This design comes from an exercise in tuning for small area, a short achievable clock period and few clock cycles per item on the open sky130 flow, not from production work. The RTL was checked by simulation tests, not by an equivalence proof against the original design.

==> flow/design.v (outline; a module is shown in full before it is edited, if it fits) <==
// module atc_fifo: 46 lines
// module atc_front: 84 lines
// module atc_back: 2820 lines
// module accel_tilt_smoother: 39 lines
module accel_tilt_smoother (
    input  logic               aclk,
    input  logic               aresetn,
    input  logic               s_valid,
    output logic               s_ready,
    input  logic signed [15:0] s_accel_x,
    input  logic signed [15:0] s_accel_y,
    input  logic signed [15:0] s_accel_z,
    output logic               m_valid,
    input  logic               m_ready,
    output logic signed [15:0] m_mean_x,
    output logic signed [15:0] m_mean_y,
    output logic signed [15:0] m_mean_z,
    output logic signed [15:0] m_tilt_x,
    output logic signed [15:0] m_tilt_y,
    output logic [7:0]         m_servo_x,
    output logic [7:0]         m_servo_y
);
  // ...
==> flow/flow/run.sh <==
#!/bin/bash
# Layout flow: the standard layout (standard.sh: the standard synthesis and
# the ORFS steps to finish, same SDC and clock period), with two changes in how
# the layout is made:
#  - the buffers that buffer_ports puts on every input and output port are
#    sky130_fd_sc_hd__buf_2 cells instead of the library's default choice
#  - timing repair works to a 6.6 ns setup margin on the 10 ns clock, so that
#    it speeds up every path slower than 3.4 ns
# make's full output goes to standard.log here; each ORFS step also keeps its
# own log under orfs/logs/.
set -euo pipefail
cd "$(dirname "${BASH_SOURCE[0]}")/.."
export BUFFER_PORTS_ARGS="-buffer_cell sky130_fd_sc_hd__buf_2"
export SETUP_SLACK_MARGIN=6.6
bash standard.sh > standard.log 2>&1
==> flow/standard.sh <==
#!/bin/bash
# synth_recipe.tcl (not shown) runs the flow's synth.tcl, then flattens the netlist and writes it again
# the make line also repeats each setting of config.mk as NAME=value (left out here)
make -C /OpenROAD-flow-scripts/flow DESIGN_CONFIG=/design/flow/config.mk WORK_HOME=/design/flow/orfs CLKGATE_MAP_FILE= SYNTH_SCRIPT=/design/flow/synth_recipe.tcl "${@:-finish}"
==> flow/config.mk <==
export PLATFORM = sky130hd
export DESIGN_NAME = accel_tilt_smoother
export DESIGN_NICKNAME = accel_tilt_smoother
export VERILOG_FILES = /design/flow/design.v
export SDC_FILE = /design/flow/constraint.sdc
export NUM_CORES = 4
export LEC_CHECK = 0
export ABC_AREA = 1
export CAP_MARGIN = 20
export CORE_MARGIN = 2
export CORE_UTILIZATION = 40
export SLEW_MARGIN = 20
==> flow/constraint.sdc <==
create_clock -name core_clock -period 10.0 [get_ports {aclk}]
set_input_delay 2.0000 -clock core_clock [delete_from_list [all_inputs] [get_ports {aclk}]]
set_output_delay 2.0000 -clock core_clock [all_outputs]
set_load 0.01 [all_outputs]
==> run_results.csv, run 1 <==
group,metric,value,unit
logic_synthesis,synth.yosys.seq_area_share,45.2,%
logic_synthesis,synth_compound_area_share,9.19,%
global_route,grt_max_degree,169,
sta,fin_skew,0.0704,ns
detailed_routing,wl_met3,32200,microns
global_route,grt-ovfl-total,0,
finish,mostFrequentLayoutCells,"nand2_1 (5364), dfxtp_1 (4864), inv_1 (3104)",
sta,rsz0062_at_grt,"true",
detailed_routing,routedWlPerCell,18.3,microns
die,core_area,640000,sq um
sta,setup_viol,0,
clocking,ctsResizeCount,82,
setup_path,crit_fanout,1,
logic_synthesis,synth-simple-area-share,16.0,%
die,die_h,805,microns
sta,hold_ws,0.274,ns
detailed_routing,top_layer,"met5",
finish,multi_input_gates,19400,
sta,fmax,253,MHz
detailed_routing,wl_met1,316000,microns
clocking,clk_pin_slew,0.06,ns
logic_synthesis,synth_area_leaders,"dfxtp_1 (38%), ha_1 (9.6%), nand2_1 (7.9%), edfxtp_1 (6.7%), fa_1 (5.7%)",
logic_synthesis,synth.most_common_cell,"nand2_1",
setup_path,startpoint_type,"flip-flop",
finish,multiInputGateArea,128000,sq um
die,die_w,805,microns
run_status,status,"complete, no violations",
finish,nFlopsAndLatches,5509,
finish,final_common_cell,"nand2_1",
logic_synthesis,avgSynthCellArea,9.03,sq um
clocking,cts-root-buf,"clkbuf_16",
logic_synthesis,yosys.cell_types.count,76,
finish,seq_share,40.3,%
detailed_routing,vias,188000,
place,dpl-instance-area,267000,sq um
finish,inv_count,3167,
setup_path,end_kind,"output pin",
logic_synthesis,synth_top_area_share,38.5,%
hold_path,hold_path_class,"reg -> reg",
logic_synthesis,async_flop_share,0,%
finish,nFillCells,61800,
setup_path,path_buf_inv,1,
finish,drive_above_1_share,5.56,%
Testbench counts, summed over its fixed seeds: cycles 1,048, items 768.
==> run 2: changes to the inputs <==
--- a/flow/design.v
+++ b/flow/design.v
@@ -871,34 +871,34 @@
     logic [5:0] tag_s32;
     logic [5:0] tag_s33;
     logic [5:0] exp_next;
     assign deliver     = v[33] && !recirc;
     assign exp_next    = exp_tag + 6'(deliver);
     assign recirc_next = v[32] && !((tag_s32 == exp_next) && room_next);
     assign v[0]    = recirc || entering;
     assign Sx_s0   = recirc ? Sx_s33 : sum_x;
-    assign Sy_s0   = recirc ? Sy_s33 : sum_y;
-    assign Sz_s0   = recirc ? Sz_s33 : sum_z;
+    assign Sy_s0   = recirc ? Sy_s33 : {sum_y[18], sum_y[17:0] ^ {18{sum_y[18]}}};
+    assign Sz_s0   = recirc ? Sz_s33 : {sum_z[18], sum_z[17:0] ^ {18{sum_z[18]}}};
     assign tag_s0  = recirc ? tag_s33 : next_tag;
     always_ff @(posedge aclk) begin
         if (!aresetn) begin
             v[33:1]  <= '0;
             recirc   <= 1'b0;
             next_tag <= '0;
             exp_tag  <= '0;
         end else begin
             v[33:1]  <= v[32:0];
             recirc   <= recirc_next;
             next_tag <= next_tag + 6'(entering);
             exp_tag  <= exp_next;
         end
     end
-    wire [17:0] sqa_y = Sy_s1[17:0] ^ {18{Sy_s1[18]}};
-    wire [17:0] sqa_z = Sz_s1[17:0] ^ {18{Sz_s1[18]}};
+    wire [17:0] sqa_y = Sy_s1[17:0];
+    wire [17:0] sqa_z = Sz_s1[17:0];
     wire sqt0_s0 = (sqa_y[0] & sqa_y[15]) ^ (sqa_y[1] & sqa_y[14]);
     wire sqt0_c0 = (sqa_y[0] & sqa_y[15]) & (sqa_y[1] & sqa_y[14]);
     wire sqt0_s1 = (sqa_y[0] & sqa_y[17]) ^ (sqa_y[1] & sqa_y[16]) ^ (sqa_y[2] & sqa_y[15]);
     wire sqt0_c1 = ((sqa_y[0] & sqa_y[17]) & (sqa_y[1] & sqa_y[16])) | ((sqa_y[0] & sqa_y[17]) & (sqa_y[2] & sqa_y[15])) | ((sqa_y[1] & sqa_y[16]) & (sqa_y[2] & sqa_y[15]));
     wire sqt0_s2 = (sqa_y[3] & sqa_y[14]) ^ (sqa_y[4] & sqa_y[13]);
     wire sqt0_c2 = (sqa_y[3] & sqa_y[14]) & (sqa_y[4] & sqa_y[13]);
     wire sqt0_s3 = (sqa_y[0] & sqa_y[9]) ^ (sqa_y[1] & sqa_y[8]);
     wire sqt0_c3 = (sqa_y[0] & sqa_y[9]) & (sqa_y[1] & sqa_y[8]);
@@ -1937,18 +1937,20 @@
     wire [31:0] srk_13 = 32'((((srx_13 & srb_13) | (srx_13 & src_13) | (srb_13 & src_13))) << 1);
     wire [31:0] srd3_13 = srs_13 + srk_13 + 32'd4294967289;
     wire srg1_13 = ~srd1_13[31];
     wire srg2_13 = ~srd2_13[31];
     wire srg3_13 = ~srd3_13[31];
     wire [1:0] srdig_13 = srg3_13 ? 2'd3 : (srg2_13 ? 2'd2 : (srg1_13 ? 2'd1 : 2'd0));
     assign root14_s16 = {root13_s16, srdig_13};
     assign M_s16 = 27'(root14_s16);
-    wire signed [26:0] ca_yi = {Sy_s16, 8'd0};
-    wire signed [26:0] ca_xi = {Sz_s16, 8'd0};
+    wire [18:0] ca_sy = {Sy_s16[18], Sy_s16[17:0] ^ {18{Sy_s16[18]}}};
+    wire [18:0] ca_sz = {Sz_s16[18], Sz_s16[17:0] ^ {18{Sz_s16[18]}}};
+    wire signed [26:0] ca_yi = {ca_sy, 8'd0};
+    wire signed [26:0] ca_xi = {ca_sz, 8'd0};
     wire [27:0] ca_ny = 28'(-$signed(ca_yi));
     wire [27:0] ca_nx = 28'(-$signed(ca_xi));
     assign caz_s16 = (Sy_s16 == 19'd0) && (Sz_s16 == 19'd0);
     always_comb begin
       if (Sz_s16[18]) begin
         if (!Sy_s16[18]) begin cax0_s16 = 28'(ca_yi); cay0_s16 = ca_nx; caq_s16 = 2'b01; end
         else begin cax0_s16 = ca_ny; cay0_s16 = 28'(ca_xi); caq_s16 = 2'b10; end
       end else begin cax0_s16 = 28'(ca_xi); cay0_s16 = 28'(ca_yi); caq_s16 = 2'b00; end
@@ -2351,19 +2353,22 @@
       endcase
     end
     wire [31:0] cbc1s = cbg0 ^ cbg1 ^ cbg2;
     wire [31:0] cbc1c = ((cbg0 & cbg1) | (cbg0 & cbg2) | (cbg1 & cbg2)) << 1;
     wire [31:0] cbc2s = cbc1s ^ cbc1c ^ cbg3;
     wire [31:0] cbc2c = ((cbc1s & cbc1c) | (cbc1s & cbg3) | (cbc1c & cbg3)) << 1;
     wire [31:0] cbacc = cbc2s + cbc2c;
     assign ty_s32 = cbz_s32 ? 16'd0 : cbacc[31:16];
-    assign my_s33 = 16'(($signed(Sy_s33) + (Sy_s33[18] ? 19'sd3 : 19'sd4)) >>> 3);
-    assign mz_s33 = 16'(($signed(Sz_s33) + (Sz_s33[18] ? 19'sd3 : 19'sd4)) >>> 3);
-    assign mx_s33 = 16'(($signed(Sx_s33) + (Sx_s33[18] ? 19'sd3 : 19'sd4)) >>> 3);
+    wire [18:0] mnc_my = {Sy_s33[18], Sy_s33[17:0] ^ {18{Sy_s33[18]}}};
+    assign my_s33 = 16'(($signed(mnc_my) + (mnc_my[18] ? 19'sd3 : 19'sd4)) >>> 3);
+    wire [18:0] mnc_mz = {Sz_s33[18], Sz_s33[17:0] ^ {18{Sz_s33[18]}}};
+    assign mz_s33 = 16'(($signed(mnc_mz) + (mnc_mz[18] ? 19'sd3 : 19'sd4)) >>> 3);
+    wire [18:0] mnc_mx = Sx_s33;
+    assign mx_s33 = 16'(($signed(mnc_mx) + (mnc_mx[18] ? 19'sd3 : 19'sd4)) >>> 3);
     wire [21:0] svx_t = 22'($signed(tx_s33));
     wire [21:0] svx_a = svx_t << 5;
     wire [21:0] svx_b = svx_t << 3;
     wire [21:0] svx_c = svx_t << 2;
     wire [21:0] svx_s1 = svx_a ^ svx_b ^ svx_c;
     wire [21:0] svx_c1 = ((svx_a & svx_b) | (svx_a & svx_c) | (svx_b & svx_c)) << 1;
     wire [21:0] svx_s2 = svx_s1 ^ svx_c1 ^ svx_t;
     wire [21:0] svx_c2 = ((svx_s1 & svx_c1) | (svx_s1 & svx_t) | (svx_c1 & svx_t)) << 1;
==> flow/config.mk (replaced) <==
export PLATFORM = sky130hd
export DESIGN_NAME = accel_tilt_smoother
export DESIGN_NICKNAME = accel_tilt_smoother
export VERILOG_FILES = /design/flow/design.v
export SDC_FILE = /design/flow/constraint.sdc
export NUM_CORES = 4
export LEC_CHECK = 0
export ABC_AREA = 1
export CAP_MARGIN = 20
export CORE_MARGIN = 2
export CORE_UTILIZATION = 50
export PLACE_DENSITY = 0.62
export SLEW_MARGIN = 20
==> run_results.csv, run 2 <==
group,metric,value,unit
detailed_routing,routedWlPerCell,18.5,microns
setup_path,crit_required,8.00,ns
sta,min_period,3.82,ns
die,fp-row-count,265,
sta,fin_skew,0.102,ns
sta,hold_ws,0.275,ns
place,post-place-ws,5.72,ns
setup_path,slowest_stage,"edfxtp_1",
place,place.port_buffers,149,
sta,fin_ws,6.18,ns
clocking,cts_inserted_buffers,564,
global_route,grt_usage,25.6,%
global_route,grt_first_pass_wirelength,1080000,microns
finish,final_nets,33000,
sta,worstMarginPinSlew,1.22,ns
clocking,clockBufferDepth,4,
setup_path,cpLargestDelayFamily,"flip-flops",
logic_synthesis,synthTopCellsByCount,"nand2_1 (6334), dfxtp_1 (4912), inv_1 (3513)",
place,post-dp-hpwl,552000,microns
clocking,cts-root-buf,"clkbuf_16",
detailed_routing,drt_iter0_drc,13800,
logic_synthesis,synth.yosys.seq_area_share,44.2,%
finish,largest_register,"u_front.w",
run_status,status,"complete, no violations",
finish,largest_register_ffs,336,
finish,drive_above_1_share,5.25,%
hold_path,hold_path_class,"reg -> reg",
die,core_area,521000,sq um
clocking,clk_pin_slew,0.06,ns
setup_path,path_cells,"buf_2",
global_route,grt-ovfl-total,0,
clocking,cts_hold_buf,0,
finish,mostFrequentLayoutCells,"nand2_1 (6323), dfxtp_1 (4821), inv_1 (3489)",
clocking,cts_tree,"done",
global_route,grt_max_degree,205,
sta,hold_viol,0,
logic_synthesis,synth_top_area_share,37.6,%
run,drv_cap,0,
global_route,antenna_found_initial,20,
clocking,clk_latency,1.09,ns
setup_path,crit_type,"reg -> out",
detailed_routing,drc,0,
setup_path,crit_fanout,1,
detailed_routing,drtAntennaViolNets,0,
detailed_routing,drt_wl_total,698000,microns
setup_path,path_buf_inv,1,
place,gp_congestion,0.970,
logic_synthesis,synth_edf_count,576,
logic_synthesis,ys_warn_count,4,
finish,fin_area,291000,sq um
sta,fmax,262,MHz
finish,reg_top3,"u_front.w: 336 flops, u_out.m_data: 96 flops, u_out.skid: 96 flops",
clocking,numClockSinks,5488,
logic_synthesis,yosys.cell_types.count,83,
logic_synthesis,syn_area,261000,sq um
clocking,htreeDepth,6,
sta,drv_slew,0,
setup_path,end_kind,"output pin",
setup_path,cp_slowest_stage_delay,0.55,ns
detailed_routing,dr.pass1.iters,6,
die,die_h,727,microns
setup_path,worst_ep_arrival_time,1.82,ns
global_route,grt_pass1_vias,190000,
sta,setup_viol,0,
finish,nFillCells,47500,
finish,final_common_cell,"nand2_1",
die,start_util,50.2,%
die,die_area,529000,sq um
logic_synthesis,synthCells,29800,
logic_synthesis,async_flop_share,0,%
logic_synthesis,synth_ff_type,"dfxtp_1",
sta,rsz0062_at_grt,"true",
logic_synthesis,synth_area_leaders,"dfxtp_1 (38%), ha_1 (9.2%), nand2_1 (9.1%), edfxtp_1 (6.6%), fa_1 (5.6%)",
sta,finalCritPeriodShare,38.2,%
logic_synthesis,synth-seq-cells,5488,
sta,fin_tns_setup,0,ns
logic_synthesis,synth.most_common_cell,"nand2_1",
setup_path,startpoint_type,"flip-flop",
place,dpl-instance-area,270000,sq um
logic_synthesis,synth_top_area_cell,"dfxtp_1",
finish,synthToLayoutAreaGrowth,11.3,%
die,die_w,727,microns
detailed_routing,vias,195000,
die,io_pins,150,
detailed_routing,vias_per_cell,5.17,
logic_synthesis,avgSynthCellArea,8.76,sq um
sta,slew_headroom,18.5,%
## run 2: per-stage QoR
| stage | std cells | utilization (%) |
|---|---|---|
| floorplan | 29800 | - |
| global placement | 36600 | 51.8 |
| detailed placement | 36600 | 51.8 |
| CTS | 37600 | 55.7 |
| global route | 37700 | 55.9 |
| finish | 37700 | 55.9 |
## run 2: per-layer routing
metal | global-route usage [%] | routed length (microns)
met4 | 7.56 | 21900
met5 | 0 | 27
met3 | 2.66 | 31300
met1 | 34.6 | 317000
met2 | 43.6 | 328000
## run 2: final cells by class
class	count	area [sq um]	share of cell area (%)
sequential	5488	116000	39.8
tap	6942	8690	2.98
clock inverter	299	4350	1.49
multi-input combinational	20400	131000	45.2
antenna	17	42.5	0.0146
timing repair inverter	2	15.0	0.00516
timing repair buffer	264	1820	0.624
clock buffer	732	15500	5.34
inverter	3543	13400	4.59
## run 2: worst paths after layout
check	cells past startpoint	slack, ns	from	endpoint
worst max-delay path	1	6.18	u_out.m_data[63]	m_mean_z[15]
worst min-delay path	0	0.28	u_back.Sy_s19[17]	u_back.Sy_s20[17]
worst max register to register	16	6.67	u_back.root11_s14[8]	u_back.rem12_s15[18]
worst min register to register	0	0.28	u_back.Sy_s19[17]	u_back.Sy_s20[17]
## run 2: what timing repair did
action | 4_1_cts | 5_1_grt
endpoints found under the setup margin | 224 | 315
pin swaps | 3 | 19
buffers inserted | 6 | 25
gates resized for setup | 96 | 201
gates cloned | 1 | 4
## run 2: logic make-up (layout without fill, tap and decap cells)
logic type,after synthesis,after routing,share of synthesized area [%]
AND/OR/NAND/NOR,11000,11000,17.6
flip-flops,5488,5488,44.2
AO/OA/AOI/OAI,4064,4064,8.63
buffers and inverters,3943,4840,5.76
adder cells (fa/ha/maj),2660,2660,14.8
XOR/XNOR,2649,2649,8.91
multiplexers,3,3,0.0129
other,1,19,0.00143
## run 2: worst register-to-register path, delay by kind of cell (launching register included)
family          cells  cell delay [ns]
compound gates      2             0.56
fa+ha+maj           2             0.88
buf+inv             5             0.73
flops               1             0.52
simple gates        7             0.55
Testbench counts of run 2, summed over its fixed seeds: cycles 1,048, items 768.

-- what the ideal ports hide --
In the flow no input, the clock included, has a driving cell. The finished layouts below were timed again as built, in two steps.
Step 1, drivers: a clkbuf_16 drives aclk and a buf_2 each remaining input, both assumed.
Step 2 times the ports against the registers' clock, not the clock port: input delays grow and output delays shrink by t, the midpoint of the rising clock arrivals with the driver on.
a / b / c = no drivers / after step 1 / after step 2; a / b = the first two.
| run | shift t [ns] | setup slack, ns | hold slack, ns |
|---|---|---|---|
| run 1 | 1.183 | 6.047 / 5.916 / 6.106 | 0.274 / 0.274 / 0.274 |
| run 2 | 1.164 | 6.180 / 6.062 / 5.712 | 0.275 / 0.275 / 0.275 |
After both steps every run listed still meets setup and hold. The setup slack of run 2, which loses most, moves by -0.118 ns with the drivers and by -0.468 ns with both steps.
